From an optimization exercise on the open Yosys and OpenROAD flow, aimed at small area, a short achievable clock period and few clock cycles; shortcuts taken in it are not production practice.
No activity file was given, so power comes from the tool's default toggle rates.

## main
Design tanimoto_top, start of the top module:
module tanimoto_top (
    input  logic        clk,
    input  logic        rstn,
    input  logic        i_vec_valid,
    input  logic [31:0] i_vec,
    input  logic [13:0] i_thr_wr,
    input  logic        i_out_credit,
    output logic [9:0]  o_pair,
    output logic        o_pair_valid,
    output logic        o_in_credit
);
For scale: about 2600 cells after synthesis, about 690 flip-flops, roughly 62 I/O pins, roughly 32000 um2 of cells after synthesis.
export LEC_CHECK = 0
export ABC_CLOCK_PERIOD_IN_PS = 2000
export CAP_MARGIN = 20
export CORE_MARGIN = 2
export CORE_UTILIZATION = 30
export CTS_BUF_LIST = sky130_fd_sc_hd__clkbuf_8
export CTS_CLUSTER_SIZE = 30
export PLACE_DENSITY = 0.55
export SETUP_SLACK_MARGIN = 1.8
export SLEW_MARGIN = 20
create_clock -name core_clock -period 4.0 [get_ports {clk}]
run.sh (not shown) runs the stock make flow with config.mk's settings and CLKGATE_MAP_FILE= SYNTH_SCRIPT=/design/flow/synth_recipe.tcl, a recipe that flattens the netlist after the stock synthesis.
The following lists how the feature branch was set up differently from main:
--- a/flow/design.v
+++ b/flow/design.v
@@ -78,25 +78,21 @@
         else if (i_vec_valid) lsel <= {lsel[2:0], 1'b0};
     end
     always_ff @(posedge clk) begin
         for (int r = 0; r < 4; r++)
             if (i_vec_valid && lsel[r]) ref_v[r] <= i_vec;
     end
+    function automatic [2:0] pc4(input [3:0] x);
+        logic s, c, h;
+        s = x[0] ^ x[1] ^ x[2];
+        c = (x[0] & x[1]) | (x[0] & x[2]) | (x[1] & x[2]);
+        h = s & x[3];
+        pc4 = {c & h, c ^ h, s ^ x[3]};
+    endfunction
     function automatic [3:0] pc8(input [7:0] x);
-        logic s1, c1, s2, c2, s3, c3, c4, s5, c5, c6;
-        s1 = x[0] ^ x[1] ^ x[2];
-        c1 = (x[0] & x[1]) | (x[0] & x[2]) | (x[1] & x[2]);
-        s2 = x[3] ^ x[4] ^ x[5];
-        c2 = (x[3] & x[4]) | (x[3] & x[5]) | (x[4] & x[5]);
-        s3 = s1 ^ s2 ^ x[6];
-        c3 = (s1 & s2) | (s1 & x[6]) | (s2 & x[6]);
-        c4 = s3 & x[7];
-        s5 = c1 ^ c2 ^ c3;
-        c5 = (c1 & c2) | (c1 & c3) | (c2 & c3);
-        c6 = s5 & c4;
-        pc8 = {c5 & c6, c5 ^ c6, s5 ^ c4, s3 ^ x[7]};
+        pc8 = 4'(pc4(x[3:0])) + 4'(pc4(x[7:4]));
     endfunction
     logic        v1, ld1;
     logic [1:0]  idx1;
     logic [3:0][3:0] pb1;
     logic [3:0][3:0][3:0] pc1;
     always_ff @(posedge clk) begin
@@ -133,39 +129,39 @@
     end
     logic        v2b, ld2b;
     logic [1:0]  idx2b;
     logic [5:0]  b2;
     logic [3:0][5:0] c2;
     logic [3:0][7:0] lo2;
+    logic [3:0][4:0] hi2;
     always_ff @(posedge clk) begin
         v2b   <= rstn & v2;
         ld2b  <= rstn & ld2;
         idx2b <= idx2;
         b2    <= 6'(bsk2[4:0]) + {bsk2[9:5], 1'b0};
         for (int r = 0; r < 4; r++) begin
             logic [5:0] c;
             c = 6'(csk2[r][4:0]) + {csk2[r][9:5], 1'b0};
             c2[r]  <= c;
             lo2[r] <= 8'd1 << c[2:0];
+            hi2[r] <= 5'd1 << c[5:3];
         end
     end
     always_ff @(posedge clk) begin
         for (int r = 0; r < 4; r++)
             if (ld2b && idx2b == 2'(r)) ref_a[r] <= b2;
     end
     logic        v3;
     logic [3:0][5:0] u3, x3;
     always_ff @(posedge clk) begin
         v3 <= rstn & v2b;
         for (int r = 0; r < 4; r++) begin
             logic [5:0] u;
-            logic [4:0] hi;
-            hi = 5'd1 << c2[r][5:3];
             u = '0;
             for (int e = 0; e < 33; e++)
-                u = u | ((lo2[r][e % 8] && hi[e / 8]) ? thr[e] : 6'd0);
+                u = u | ((lo2[r][e % 8] && hi2[r][e / 8]) ? thr[e] : 6'd0);
             u3[r] <= u;
             x3[r] <= ref_a[r] + b2 - {c2[r][4:0], 1'b0};
         end
     end
     logic [3:0]   ring [K];
     logic [K-1:0] nz;
--- outcome ---
- Re worst slack on hold paths: the feature branch and main aren't equal, and the higher value belongs to the feature branch.
- Compared with main, in the feature branch proportion of total power due to net switching decreased 0.30 points; part of the power in the clock network fell 0.2 points; synthesized-area fraction occupied by ao, oa, aoi and oai cells closely matched the old numbers; total number of vias now larger.
- Looking at end point of the critical path, the pc1[1] result is from the feature branch; the pc1[42] one comes from main.
Function was not checked in any run of this note: the RTL went through the layout flow alone.

[separate check: timing with driven ports]
The results above use ideal ports. As a check the final layouts listed here were re-extracted and re-timed, cells and wires unchanged.
Step 1: set_driving_cell puts a clkbuf_16 on clk and a buf_2 on each other input, an assumption about the parent block.
Step 2, shift: input delay + t, output delay - t, t = (earliest + latest rising clock arrival at the registers) / 2. This alone moves slack from input paths to output paths.
Three values: ideal ports, drivers, drivers and shift; two values: the first two.
run | t (ns) | setup WS [ns] | hold WS [ns] | worst setup path after step 2
main | 0.816 | 1.576 / 1.576 / 0.990 | 0.234 / 0.190 / 0.299 | input to register
the feature branch | 0.820 | 1.762 / 1.762 / 1.018 | 0.264 / 0.220 / 0.327 | input to register
After both steps setup and hold are still met in every run listed. For the feature branch, which loses most, drivers alone change the setup slack by 0.000 ns; drivers and shift together by -0.744 ns.
